Background: an optimization exercise with open tools, aiming at small area and a short achievable clock period. Do not read the settings as production practice. Function was checked by simulation only, so behaviour that the tests miss may differ from the original. Power is estimated from default activity; no workload was simulated.

===== flow/constraint.sdc =====
create_clock -name core_clock -period 8.0 [get_ports {clk}]
set_input_delay 1.6000 -clock core_clock [delete_from_list [all_inputs] [get_ports {clk}]]
set_output_delay 1.6000 -clock core_clock [all_outputs]
set_load 0.01 [all_outputs]

===== flow/config.mk =====
export PLATFORM = sky130hd
export DESIGN_NAME = exec_stage
export DESIGN_NICKNAME = exec_stage
export VERILOG_FILES = /design/flow/design.v
export SDC_FILE = /design/flow/constraint.sdc
export NUM_CORES = 4
export LEC_CHECK = 0
export CAP_MARGIN = 20
export CORE_MARGIN = 2
export CORE_UTILIZATION = 40
export CTS_BUF_LIST = sky130_fd_sc_hd__clkbuf_4 sky130_fd_sc_hd__clkbuf_8
export GPL_TIMING_DRIVEN = 0
export PLACE_DENSITY = 0.9
export SETUP_SLACK_MARGIN = 0.3
export SLEW_MARGIN = 20
export TNS_END_PERCENT = 100

===== flow/standard.sh =====
#!/bin/bash
# synth_recipe.tcl (not shown) runs the flow's synth.tcl, then flattens the netlist and writes it again
# the make line also repeats each setting of config.mk as NAME=value (left out here)
make -C /OpenROAD-flow-scripts/flow DESIGN_CONFIG=/design/flow/config.mk WORK_HOME=/design/flow/orfs CLKGATE_MAP_FILE= SYNTH_SCRIPT=/design/flow/synth_recipe.tcl "${@:-finish}"

===== flow/flow/abc.script =====
&get -n; &st; &dch -f; &nf -R 1000 -p -F 8 -A 4; &put

===== flow/flow/mysynth.tcl =====
# Custom synthesis: the standard front end and register naming, then an
# area-oriented ABC mapping. Env: RTLIL (canonicalized design), LIB, ABC_SCRIPT, OUT.
yosys -import
set lib $::env(LIB)
set du {}
foreach c {sky130_fd_sc_hd__probe_p_8 sky130_fd_sc_hd__probec_p_8 sky130_fd_sc_hd__lpflow_*} { lappend du -dont_use $c }
read_rtlil $::env(RTLIL)
hierarchy -check -top exec_stage
synth -flatten -nofsm -noshare -top exec_stage -run :fine
synth -nofsm -noshare -top exec_stage -run fine:
chformal -remove
delete t:\$print
renames -wire
opt -purge
dfflibmap -liberty $lib {*}$du
opt
setundef -zero
abc -liberty $lib {*}$du -script $::env(ABC_SCRIPT)
splitnets
opt_clean -purge
hilomap -singleton -hicell sky130_fd_sc_hd__conb_1 HI -locell sky130_fd_sc_hd__conb_1 LO
insbuf -buf sky130_fd_sc_hd__buf_4 A X
# left out here: flatten, clean up, hide names made inside functions
tee -o $::env(OUT).stat stat -liberty $lib
check -assert -mapped
write_verilog -noattr -nohex -nodec $::env(OUT)

===== flow/flow/run.sh =====
#!/bin/bash
# Own layout flow: the standard synthesis (which names the registers), then
# an area-oriented resynthesis of the same RTL that keeps those registers, then
# the standard layout steps on the resynthesized netlist. Every tool writes
# its full output to a log file in the work folder.
set -uo pipefail
W=$(pwd)
F=$W/flow
YOSYS=$FLOW_HOME/../tools/install/yosys/bin/yosys
R=$W/orfs/results/$FLOW_PLATFORM/exec_stage/base
LIB=$FLOW_HOME/platforms/$FLOW_PLATFORM/lib/sky130_fd_sc_hd__tt_025C_1v80.lib

bash standard.sh synth > $W/std_synth.log 2>&1 || exit 1
cp $R/1_2_yosys.v $W/std_netlist.v

RTLIL=$R/1_1_yosys_canonicalize.rtlil LIB=$LIB ABC_SCRIPT=$F/abc.script OUT=$W/my_netlist.v \
  $YOSYS -c $F/mysynth.tcl > $W/my_synth.log 2>&1
if python3 $F/same_regs.py $W/std_netlist.v $W/my_netlist.v > $W/same_regs.log 2>&1; then
  cp $W/my_netlist.v $R/1_2_yosys.v
  rm -f $R/1_synth.odb $R/1_synth.sdc
fi

export BUFFER_PORTS_ARGS="-buffer_cell sky130_fd_sc_hd__buf_1"
bash standard.sh "BUFFER_PORTS_ARGS=$BUFFER_PORTS_ARGS" finish > $W/layout.log 2>&1

===== flow/flow/same_regs.py =====
# Exit 0 only if both netlists hold the same flip-flops: same instance names,
# each of the same cell type.
import re, sys
pat = re.compile(r'^\s*(sky130_fd_sc_hd__(?:dfxtp|dfrtp|dfstp|dfbbp|dfxbp|dfrbp|dfsbp|edfxtp|sdf|dlx|dlrtp)\w*)\s+(\S+)\s*\(', re.M)
def regs(path):
    return sorted((m.group(2), m.group(1)) for m in pat.finditer(open(path).read()))
a, b = regs(sys.argv[1]), regs(sys.argv[2])
print(len(a), "registers in", sys.argv[1]); print(len(b), "registers in", sys.argv[2])
if a != b or not a:
    print("registers differ"); sys.exit(1)
print("same registers")

===== flow/design.v =====
`timescale 1ns/1ps
module exec_stage (
  input  logic                  clk,
  input  logic                  rst_n,
  input  logic                  run,
  input  logic                  ien,
  input  logic                  write_reg,
  input  logic [3:0]            alu_op,
  input  logic                  alu_src_a,
  input  logic                  alu_src_b,
  input  logic [1:0]            fwd_a,
  input  logic [1:0]            fwd_b,
  input  logic [2:0]            br_type,
  input  logic                  jump,
  input  logic [1:0]            reg_dst,
  input  logic [31:0]           rd1,
  input  logic [31:0]           rd2,
  input  logic [31:0]           immed,
  input  logic [31:0]           pc,
  input  logic [25:0]           inst_field,
  input  logic [31:0]           aluout_m2,
  input  logic [31:0]           wb_data,
  output logic                  br_take,
  output logic [31:0]           branch_target,
  output logic                  ien_m1,
  output logic                  write_reg_m1,
  output logic [31:0]           aluout_m1,
  output logic [31:0]           src_b_m1,
  output logic [4:0]            reg_dst_addr_m1,
  output logic                  br_inst_m1,
  output logic                  ov_m1
);
  localparam int ADDER = 2;   
  logic [31:0] a_fwd, b_fwd;
  logic [3:0]  sa, sb;
  always_comb begin
    for (int k = 0; k < 4; k++) begin
      sa[k] = (fwd_a == k[1:0]);
      sb[k] = (fwd_b == k[1:0]);
    end
  end
  assign a_fwd = ({32{sa[0]}} & rd1) | ({32{sa[1]}} & aluout_m1) |
                 ({32{sa[2]}} & aluout_m2) | ({32{sa[3]}} & wb_data);
  assign b_fwd = ({32{sb[0]}} & rd2) | ({32{sb[1]}} & aluout_m1) |
                 ({32{sb[2]}} & aluout_m2) | ({32{sb[3]}} & wb_data);
  logic [31:0] pc4, pc8;
  logic [31:3] inc;   
  always_comb begin
    logic [31:3] t;
    t = {pc[30:3], 1'b1};
    for (int d = 1; d < 29; d = d * 2)
      for (int k = 31; k >= 3 + d; k--)
        if (((k - 3) % (2 * d)) >= d)
          t[k] = t[k] & t[3 + ((k - 3) / (2 * d)) * (2 * d) + d - 1];
    inc = t;
  end
  assign pc8 = {pc[31:3] ^ inc, pc[2:0]};
  assign pc4 = {pc[2] ? pc8[31:3] : pc[31:3], ~pc[2], pc[1:0]};
  logic        op_sub;    
  logic [31:0] opa, bx;
  assign op_sub = (alu_op[3:1] == 3'b001) | (alu_op[3:1] == 3'b100);
  assign opa = alu_src_a ? pc4 : a_fwd;
  assign bx  = (alu_src_b ? immed : b_fwd) ^ {32{op_sub}};
  logic [31:0] p, g;
  logic [32:0] c;   
  assign p = opa ^ bx;
  assign g = opa & bx;
  always_comb begin
    logic [32:0] gg, pp;
    gg = {g, op_sub};
    pp = {p, 1'b0};
    if (ADDER == 0) begin
      for (int d = 1; d < 33; d = d * 2)
        for (int i = 32; i >= d; i--) begin
          gg[i] = gg[i] | (pp[i] & gg[i-d]);
          pp[i] = pp[i] & pp[i-d];
        end
    end else if (ADDER == 2) begin
      for (int l = 0; l < 6; l++)
        for (int i = 32; i >= 0; i--)
          if ((i >> l) & 1) begin
            gg[i] = gg[i] | (pp[i] & gg[((i >> l) << l) - 1]);
            pp[i] = pp[i] & pp[((i >> l) << l) - 1];
          end
    end else begin
      for (int d = 1; d < 33; d = d * 2)
        for (int i = 2*d-1; i < 33; i = i + 2*d) begin
          gg[i] = gg[i] | (pp[i] & gg[i-d]);
          pp[i] = pp[i] & pp[i-d];
        end
      for (int d = 16; d >= 1; d = d / 2)
        for (int i = 3*d-1; i < 33; i = i + 2*d) begin
          gg[i] = gg[i] | (pp[i] & gg[i-d]);
          pp[i] = pp[i] & pp[i-d];
        end
    end
    c = gg;
  end
  logic lt_s, lt_u, ov;
  assign lt_s = p[31] ? ~c[31] : opa[31];
  assign lt_u = ~c[32];
  assign ov   = ((alu_op == 4'd0) | (alu_op == 4'd2)) & ~p[31] & (c[31] != opa[31]);
  logic        sh_left;
  logic [4:0]  sh_amt;
  logic [31:0] sr;
  assign sh_left = (alu_op == 4'd10) | (alu_op == 4'd13);
  assign sh_amt  = (alu_op == 4'd13) ? 5'd16 : inst_field[10:6];
  always_comb begin
    logic [31:0] s;
    logic        fill;
    fill = (alu_op == 4'd12) & bx[31];
    for (int i = 0; i < 32; i++) s[i] = sh_left ? bx[31-i] : bx[i];
    for (int k = 0; k < 5; k++)
      for (int i = 0; i < 32; i++)
        if (sh_amt[k]) s[i] = (i + (1 << k) < 32) ? s[(i + (1 << k)) % 32] : fill;
    sr = s;
  end
  logic e_sum, e_xor, e_and, e_nor, e_sr, e_sl;
  assign e_sum = (alu_op[3:2] == 2'b00);                  
  assign e_xor = (alu_op == 4'd6) | (alu_op == 4'd5);    
  assign e_and = (alu_op == 4'd4) | (alu_op == 4'd5);
  assign e_nor = (alu_op == 4'd7);
  assign e_sr  = (alu_op == 4'd11) | (alu_op == 4'd12);
  assign e_sl  = sh_left;
  logic [31:0] y0, x0, r;
  logic        k_r, k_bt;
  assign k_r  = e_sum;
  assign k_bt = e_sum & ~jump;
  always_comb begin
    for (int i = 0; i < 32; i++)
      y0[i] = ((e_sum | e_xor) & p[i]) | (e_and & g[i]) |
              (e_nor & ~(p[i] | g[i])) | (e_sr & sr[i]) | (e_sl & sr[31-i]);
    y0[0] = y0[0] | ((alu_op == 4'd8) & lt_s) | ((alu_op == 4'd9) & lt_u);
  end
  assign x0 = jump ? {pc4[31:28], inst_field, 2'b00} : y0;
  assign r  = y0 ^ (c[31:0] & {32{k_r}});
  logic eq, a_zero, a_neg;
  assign eq     = (a_fwd == b_fwd);
  assign a_zero = (a_fwd == 32'd0);
  assign a_neg  = a_fwd[31];
  always_comb begin
    case (br_type)
      3'd0:    br_take = 1'b0;
      3'd1:    br_take = 1'b1;
      3'd2:    br_take = eq;
      3'd3:    br_take = ~eq;
      3'd4:    br_take = a_neg | a_zero;
      3'd5:    br_take = a_neg;
      3'd6:    br_take = ~a_neg;
      default: br_take = ~a_neg & ~a_zero;
    endcase
  end
  assign branch_target = x0 ^ (c[31:0] & {32{k_bt}});
  logic br_inst;
  assign br_inst = (br_type != 3'd0);
  logic [4:0] dst;
  always_comb begin
    case (reg_dst)
      2'd0:    dst = inst_field[20:16];
      2'd1:    dst = inst_field[15:11];
      default: dst = 5'd31;
    endcase
  end
  logic ld, hold, ld_br, ld_alu;
  assign ld     = rst_n & run;
  assign hold   = rst_n & ~run;
  assign ld_br  = ld & br_inst;
  assign ld_alu = ld & ~br_inst;
  always_ff @(posedge clk) begin
    ien_m1          <= (ld & ien)                     | (hold & ien_m1);
    write_reg_m1    <= (ld & write_reg & ~ov)         | (hold & write_reg_m1);
    br_inst_m1      <= ld_br                          | (hold & br_inst_m1);
    ov_m1           <= (ld & ov)                      | (hold & ov_m1);
    aluout_m1       <= ({32{ld_br}} & pc8) | ({32{ld_alu}} & r) | ({32{hold}} & aluout_m1);
    src_b_m1        <= ({32{ld}} & b_fwd)             | ({32{hold}} & src_b_m1);
    reg_dst_addr_m1 <= ({5{ld}} & dst)                | ({5{hold}} & reg_dst_addr_m1);
  end
endmodule

==> notes.md <==
==> layer usage <==
| layer | wire, microns | up-vias | GRT usage | part of all wire |
|---|---|---|---|---|
| met5 | 89 | - | 0.0497 | 0.0016 |
| met4 | 4670 | 10 | 0.259 | 0.084 |
| met3 | 9230 | 420 | 0.216 | 0.17 |
| met2 | 22600 | 1471 | 0.586 | 0.41 |
| met1 | 19000 | 7000 | 0.475 | 0.34 |
| li1 | - | 6580 | - | - |
==> stage by stage <==
step | instances | util | setup TNS (ns)
CTS | 2197 | 0.526 | 0
global route | 2257 | 0.569 | 0
floorplan | 1477 | - | 0
finish | 2258 | 0.569 | 0
global placement | 2140 | 0.480 | -50.29
detailed placement | 2154 | 0.498 | -5.64
==> worst max-delay path, stage by stage <==
cell	delay, ns
buf_8	0.08
and3_4	0.20
nand3_4	0.09
nor2b_4	0.18
nand2_2	0.07
or4_4	0.47
or4_4	0.48
nor2_4	0.21
and3_4	0.25
xnor2_2	0.12
nand2_1	0.09
o21ai_2	0.10
nand2_1	0.10
o21ai_2	0.14
xor2_2	0.24
nor2_2	0.10
and2_4	0.16
a221o_1	0.35
a31oi_4	0.28
a21oi_2	0.08
nor4_2	0.30
nor3_2	0.09
xnor2_1	0.23
nor2_1	0.06
buf_2	0.14
==> placed cells by master (no fill, tap or decap), types with 15 or more instances in the layout <==
cell type  instances
a22o_1            33
mux2i_1           21
xnor2_1           52
o21ai_0          127
o22ai_1           17
xnor2_2           21
o221ai_1          29
buf_1            330
nand2_1          320
xor2_1            30
nor2_1           146
a22oi_1           27
a21oi_2           23
xor2_2            15
nor2b_1           24
o211ai_1          22
buf_4             67
a21oi_1          180
a222oi_1          79
dfxtp_1           73
==> power groups by stage <==
stage          clock [mW]  sequential [mW]  combinational, mW
6_report            0.321            0.416               1.27
5_1_grt             0.331            0.417               1.34
4_1_cts             0.313            0.413               1.08
3_5_place_dp            0            0.421               1.02
3_3_place_gp            0            0.420              0.990
2_1_floorplan           0            0.426              0.634
==> repair_timing <==
item                                    CTS  global route
buffers inserted                         21            55
cloned                                    6             0
endpoints found under the setup margin   27            32
pin swaps                                17            36
resized for setup                        59           118
==> how the worst min path moves through the flow <==
stage                     cells past startpoint                    endpoint  slack [ns]
after detailed placement                      2  reg_dst_addr_m1[4]$_DFF_P_        0.44
after global placement                        2  reg_dst_addr_m1[3]$_DFF_P_        0.42
after floorplan                               2  reg_dst_addr_m1[0]$_DFF_P_        0.46
after CTS                                     2  reg_dst_addr_m1[3]$_DFF_P_        0.45
after global routing                          2  reg_dst_addr_m1[1]$_DFF_P_        0.47
final                                         2  reg_dst_addr_m1[3]$_DFF_P_        0.45
==> layout make-up <==
class                           count  area share
Sequential cell                    73       0.109
Clock inverter                      6     0.00515
Timing Repair Buffer              434       0.174
Multi-Input combinational cell   1403       0.669
Antenna cell                        6     0.00112
Tap cell                          319      0.0299
Clock buffer                       10     0.00983
Inverter                            7     0.00197
==> sequential cells by signal, summed over array words and instances (netlist names) <==
name,flops
write_reg_m1,1
reg_dst_addr_m1,5
ov_m1,1
src_b_m1,32
aluout_m1,32
br_inst_m1,1
ien_m1,1
==> results.json <==
{
  "vias": 15500,
  "initial_core_util": 0.408,
  "syn_area_sq_um": 9570,
  "reg2reg_from": "aluout_m1[18]$_DFF_P_",
  "arrival_ns": 6.22,
  "p_comb_frac": 0.632,
  "gp_congestion": 0.993,
  "multi_input_area_sq_um": 8930,
  "worst_pin_slew_ns": 1.21,
  "drive_gt1_frac": 0.135,
  "slew_headroom": 0.189,
  "die_area_sq_um": 25200,
  "critPathCaptureType": "output port",
  "maxSlewViolCount": 0,
  "fin_crit_ns": 7.82,
  "power_density_nw_per_um2": 150,
  "synth.avg_cell_area_sq_um": 6.48,
  "cp.required_ns": 6.40,
  "fp.dieH_microns": 159,
  "cp-startpoint": "pc[3]",
  "cts.path.max_buffers": 2,
  "area_growth_pct": 39.7,
  "p_leak_nw": 4.88,
  "regArea_sq_um": 1460,
  "cts_tree": "done",
  "power_switching_mw": 1.01,
  "intPower_uw": 992,
  "fin_crit_sh": 0.977,
  "holdCritStartpoint": "reg_dst_addr_m1[3]$_DFF_P_",
  "drt_iter0_drc": 3383,
  "status": "finished clean",
  "crit_path_end": "branch_target[0]",
  "numCtsBuffers": 9,
  "p_total_mw": 2.01,
  "ctsHoldBuffers": 0,
  "max_freq_ghz": 0.128,
  "core_sq_um": 23500,
  "grt_max_degree": 48,
  "vdd_drop_max_v": 0.0000937,
  "dp_hpwl_microns": 38000,
  "overflow": 0,
  "ant_nets": 0,
  "start_kind": "input port",
  "nFillCells": 2159,
  "clkLatencyLatePin_ns": 0.40,
  "rrSetupSlack_ns": 3.19,
  "drt_first_pass_iters": 13,
  "antenna_found_initial": 10,
  "syn-num-nets": 1716,
  "rows": 56,
  "hold_path.class": "register to register",
  "hold_violations": 0,
  "synthCells": 1477,
  "clkSinkCount": 73,
  "final_area_sq_um": 13400,
  "yosys_warnings": 1,
  "grt_pass1_vias": 13300,
  "placement.cell_area_sq_um": 11700,
  "htree_levels": 3,
  "finClkSkew_ns": 0.0193,
  "drt-total-wl_microns": 55600,
  "regToRegEndpoint": "aluout_m1[0]$_DFF_P_",
  "r2r_cells": 22,
  "place.port_buffers": 344,
  "dp_slack_ns": -1.57,
  "setup_ws_ns": 0.181,
  "grt.total_usage": 0.410,
  "clk_pin_slew_ns": 0.08,
  "maxCapViolations": 0,
  "drc": 0,
  "crit_type": "input port to output port",
  "rsz0062_at_grt": "true",
  "crit_fanout": 4,
  "layout.nets": 2167,
  "setup_viol": 0,
  "p_seq_frac": 0.207,
  "clkPwrFrac": 0.160,
  "wl_per_cell_microns": 24.6,
  "pin_count": 345,
  "grt_pass1_wl_microns": 78000,
  "cts-root-buf": "clkbuf_8",
  "hold_ws_ns": 0.449,
  "switching_share": 0.505,
  "die_width_microns": 159,
  "via_per_inst": 6.86
}

[what the ideal ports hide]
The results above use ideal ports. As a check the final layout listed here was re-extracted and re-timed, cells and wires unchanged. Step 1 (the two cells are an assumption about what drives the block):
set clk [get_ports {clk}]
set_driving_cell -lib_cell sky130_fd_sc_hd__clkbuf_16 $clk
set_driving_cell -lib_cell sky130_fd_sc_hd__buf_2 [delete_from_list [all_inputs] $clk]
Step 2 moves the port delays by t, midway between the first and last clock arrival at a register: inputs arrive t later, outputs are due t later. That takes back most of the time a late clock gives input paths. Slacks: ideal ports / drivers / drivers and shift; pairs: ideal ports / drivers.
t (ns): 0.444
setup WS [ns]: 0.181 / 0.083 / 0.083
worst register clock-pin slew, ns: 0.10 / 0.10
After both steps this run still meets setup and hold. The setup slack of this run moves by -0.098 ns with the drivers and by -0.098 ns with both steps.
